This design comes from an exercise in tuning for small area, a short achievable clock period and few clock cycles per item on the open sky130 flow, not from production work.
Only simulation tests tie the RTL to the original design; equivalence was not proved.

==> flow/design.v, too long to show whole: its modules and the start of the top module <==
// module fxp_mul: 1870 lines
// module taylor_cos: 77 lines
module taylor_cos
(
   input  logic         clock,
   input  logic         reset,
   input  logic         start,
   input  logic [W-1:0] angle_in,
   output logic         ready_out,
   output logic [W-1:0] cos_out
);
  // ...
==> flow/flow/run.sh <==
#!/bin/bash
set -euo pipefail
bash standard.sh SETUP_SLACK_MARGIN=5.5 finish > flow.log 2>&1
==> flow/standard.sh <==
#!/bin/bash
# synth_recipe.tcl (not shown) runs the flow's synth.tcl, then flattens the netlist and writes it again
# the make line also repeats each setting of config.mk as NAME=value (left out here)
make -C /OpenROAD-flow-scripts/flow DESIGN_CONFIG=/design/flow/config.mk WORK_HOME=/design/flow/orfs CLKGATE_MAP_FILE= SYNTH_SCRIPT=/design/flow/synth_recipe.tcl "${@:-finish}"
==> flow/config.mk <==
export PLATFORM = sky130hd
export DESIGN_NAME = taylor_cos
export DESIGN_NICKNAME = taylor_cos
export VERILOG_FILES = /design/flow/design.v
export SDC_FILE = /design/flow/constraint.sdc
export NUM_CORES = 4
export LEC_CHECK = 0
export ABC_AREA = 1
export CAP_MARGIN = 20
export CORE_MARGIN = 2
export CORE_UTILIZATION = 40
export SLEW_MARGIN = 20
export SYNTH_HIERARCHICAL = 1
==> flow/constraint.sdc <==
create_clock -name core_clock -period 12.0 [get_ports {clock}]
set_input_delay 2.4000 -clock core_clock [delete_from_list [all_inputs] [get_ports {clock}]]
set_output_delay 2.4000 -clock core_clock [all_outputs]
set_load 0.01 [all_outputs]
==> run summary, run 1 <==
worst slack, placed=4.91 ns; Post-synth EDFFs=47; M2 GR Usage=49.2%; crit path launch type=flop; crit path to=a_q[13]; Final Setup Violations=0; Post-Syn Area=0.0203 sq mm; Worst R2R End=a_q[13]; Signal inverters=543; routed wire length on met2=37200 microns; Clock buffer cells=10; Routed Antenna Nets=0; worst-margin pin slew=1.13 ns; Synth Area in Adders=31.1%; sequential cell area fraction in the yosys report=8.07%; crit-path max FO=17; row count=82; most numerous cell in the Yosys netlist=nand2_1; gpl congestion=1.07; final critical path time including I/O delays and setup=6.37 ns; outcome=no timing/DRC/antenna violations; Max Cap Violations=0; clock root buffer=clkbuf_16; Critical Path Stages=21; Post-Syn Nets=3193; filler instances=5136; Syn Area/Cell=7.22 sq um; Fin Setup TNS=0 ns; Commonest cells post-synth=553 x nand2_1, 510 x inv_1, 303 x xor2_1, 282 x o22ai_1, 260 x fa_1; clock skew=0.0130 ns; M1 GR Usage=42.4%; relative slew slack=24.5%; distinct cell type count after synthesis=53; dpl hpwl=62800 microns; Top Registers=a_q x25, b_q x25, step_q x5
Testbench counts, summed over its fixed seeds: cycles 3,072, items 512.
==> run 2, diff against run 1 <==
==> flow/flow/run.sh (replaced) <==
#!/bin/bash
set -euo pipefail
bash standard.sh SETUP_SLACK_MARGIN=5.75 finish > flow.log 2>&1
--- a/flow/config.mk
+++ b/flow/config.mk
@@ -10,4 +10,3 @@
 export CORE_MARGIN = 2
 export CORE_UTILIZATION = 40
 export SLEW_MARGIN = 20
-export SYNTH_HIERARCHICAL = 1
==> run 2 against run 1 <==
Non-clock buffer count grew 89; clock skew down 0.0052 ns; utilization grew 4.9 points; global-route usage up 1.4 points; synthesized cell count decreased by 18%; worst hold slack gained 0.030 ns; die area down 9.3%; fmax increased by 3.4%; sequential share of layout area is essentially flat; largest cell class unchanged; highest routed layer is now met4.
==> run summary, run 2 <==
final critical path time including I/O delays and setup=6.17 ns (-0.207 ns); clock skew=0.00779 ns (-0.00525 ns); worst-margin pin slew=1.05 ns (-0.0797 ns); Area contributors post-synth=fa_1 28%, xor2_1 15%, o22ai_1 9.8%; die area=0.0477 sq mm; clk sinks=57; CTS tree=built; outcome=no timing/DRC/antenna violations; FF-to-FF setup slack=5.83 ns; Area growth syn-to-layout=22.1%; Die Height=218 microns; vias in the first global route=18406; relative slew slack=29.3% (+4.9 points); most frequent cells in the layout=304 x xor2_1, 296 x inv_1, 261 x o22ai_1, 248 x nand2_1, 234 x fa_1; initial core utilization=40.5%; Clk Latency, worst-skew pair=0.34 ns; I/O pin total=52; Routed Antenna Nets=0 (unchanged); Gate Count Post-Synth=2314; Commonest cells post-synth=312 x xor2_1, 311 x inv_1, 288 x o22ai_1, 261 x nand2_1, 260 x fa_1; Slew Limit Fails=0; Peak Freq=162 MHz; drt drc=0; crit-path max FO=13 (-4); Final Setup Violations=0 (unchanged); row count=78 (-4.9%); gpl congestion=0.993 (-7.0%); asr flop ratio synth=10.5%; Pre-antenna DRT Iters=8; n_diodes=0; worst slack, placed=4.08 ns (-0.829 ns); total wire length=81800 microns; WP buf/inv=6; gr ovfl total=0; IO Port Bufs=51; filler instances=4317 (-16%); Hold Buf Count CTS=0; final hold vios=0; Syn Area/Cell=7.95 sq um (+10%); initial drt markers=2264; Worst R2R End=a_q[8]; crit path launch type=flop; nets=2768; Max clock buf depth=2; Fin Setup TNS=0 ns (unchanged); CP max stage cell=fa_2; sequential cell area fraction in the yosys report=8.92% (+0.85 points); hold_sp=step_q[3]; main flop type after synthesis=edfxtp_1; DR vias=18591; reg2reg start=a_q[19]; most common cell after layout, fill and taps aside=xor2_1; H-tree depth=3; clock buffer count from CTS=9; Hold Path Class=flop to flop; Via-to-Cell Ratio=6.23; layout cells sized above 1=19.7%; setup ws final=5.83 ns; FF+latch count, synth=57; Max Cap Violations=0 (unchanged); worst-case reg-to-reg path depth=23; Data required, critical path=12.08 ns; Min-Delay Endpoint=step_q[4]; CP cell instances=bufinv_16 > buf_16 > ha_4 > buf_12 > o22ai_1 > xor2_1 > fa_1 > fa_1 > fa_2 > fa_1 > fa_1 > inv_1 > ha_4 > nand2_1 > nor2_1 > inv_1 > nor2_1 > inv_1 > o21ai_2 > a21oi_2 > or2_2 > nand3_1 > a21oi_1; dpl hpwl=52500 microns (-16%); Post-Syn Area=0.0184 sq mm (-9.5%); slowest stage delay, CP=0.54 ns; hold depth=0; clock root buffer=clkbuf_16; distinct cell type count after synthesis=60 (+13%); Yosys top cell area share=28.3%; most frequent CP cell=fa_1; largest area contributor in the synthesized netlist=fa_1; Avg WL per Cell=27.4 microns; pin count of the biggest net entering global routing=39; Top delay family on crit path=adder cells; Top Registers=a_q x25, b_q x25, step_q x5; Post-synth EDFFs=47 (unchanged); Worst-path clk slew=0.06 ns; critical path class=flop to flop; Post-Syn Nets=2701 (-15%); first-pass GRT wire length=117000 microns; most numerous cell in the Yosys netlist=xor2_1; die width=218 microns; RSZ-0062 raised after global routing=yes; initial antenna violation count=0; Ys Warns=1; core area=0.0454 sq mm; GRT Overall Usage=33.2%; start point of the critical path=a_q[19]; Arr. time, crit path=6.24 ns; Core Util, Final=49.5%; final worst path period share=51.4%; critical path endpoint category=flop
## run 2: cell types whose count changed in the layout (fill, tap and decap cells not counted), moves of 21 or more
| cell | previous run | this run |
|---|---|---|
| nand2_1 | 546 | 248 |
| inv_1 | 499 | 296 |
| nor2_1 | 187 | 114 |
| buf_4 | 49 | 100 |
| fa_1 | 256 | 234 |
| fa_2 | 4 | 26 |
| nand3_1 | 87 | 65 |
| buf_12 | 8 | 29 |
| ha_4 | 2 | 23 |
## run 2: final cells by class
| type | instances | area [sq um] | share of cell area (%) |
|---|---|---|---|
| Timing Repair Buffer | 208 | 2310 | 10.3 |
| Sequential cell | 57 | 1640 | 7.31 |
| Timing Repair inverter | 6 | 50.0 | 0.223 |
| Clock inverter | 7 | 85.1 | 0.379 |
| Clock buffer | 9 | 225 | 1.00 |
| Tap cell | 600 | 751 | 3.34 |
| Multi-Input combinational cell | 1750 | 15900 | 70.8 |
| Inverter | 349 | 1500 | 6.66 |
## run 2: metrics by stage
stage               hold slack [ns]  instance area (sq um)  cells
floorplan                     0.396                  18400   2314
global placement              0.426                  19400   2850
detailed placement            0.423                  19400   2850
CTS                           0.435                  20600   2911
global route                  0.468                  22500   2986
finish                        0.459                  22500   2986
## run 2: timing repair
| action | in CTS | in global routing |
|---|---|---|
| setup buffers | 37 | 64 |
| pin swaps | 20 | 98 |
| gates resized for setup | 134 | 229 |
| endpoints found under the setup margin | 50 | 50 |
| cloned | 8 | 11 |
## run 2: worst max-delay path by stage
stage,slack [ns],endpoint,depth (start not counted)
after floorplan,5.77,b_q[18],27
after global placement,4.06,a_q[23],21
after detailed placement,4.08,b_q[23],21
after CTS,5.72,a_q[11],28
after global routing,5.67,a_q[8],26
final,5.83,a_q[8],23
## run 2: kinds of logic after synthesis
group	synth area share (%)
muxes	0.0612
xor gates and xnor gates	15.2
AOI/OAI and AO/OA	16.4
and+or+nand+nor	13.4
buffers and inverters	11.0
DFF	8.92
adders and majority gates	35.1
## run 2: layer usage
layer | up-vias | wire length, microns | global-route usage (%)
li1 | 7764 | - | -
met1 | 8996 | 30400 | 43.1
met2 | 1460 | 34800 | 50.4
met3 | 371 | 10600 | 7.75
met4 | 0 | 6060 | 19.2
met5 | - | 0 | 0

## static timing again, ports no longer ideal
How much do the figures lean on ideal ports? The routed layouts below were timed once more, with nothing changed but the port constraints. Step 1: set_driving_cell puts a clkbuf_16 on clock and a buf_2 on each other input, an assumption about the parent block. Step 2 adds t to the input delays and takes it off the output delays; t is the mean of the earliest and latest rising clock arrival at the registers after step 1. Input paths then give back, and output paths get back, about the clock's delay inside the block. Three values: ideal ports, drivers, drivers and shift; two values: the first two.
run	shift t [ns]	setup WS [ns]	worst hold slack (ns)	pins driven straight from the clock port
run 1	0.364	5.628 / 5.628 / 5.628	0.428 / 0.428 / 0.428	1
run 2	0.370	5.835 / 5.835 / 5.835	0.459 / 0.459 / 0.459	1
After both steps setup and hold are still met in every run listed.
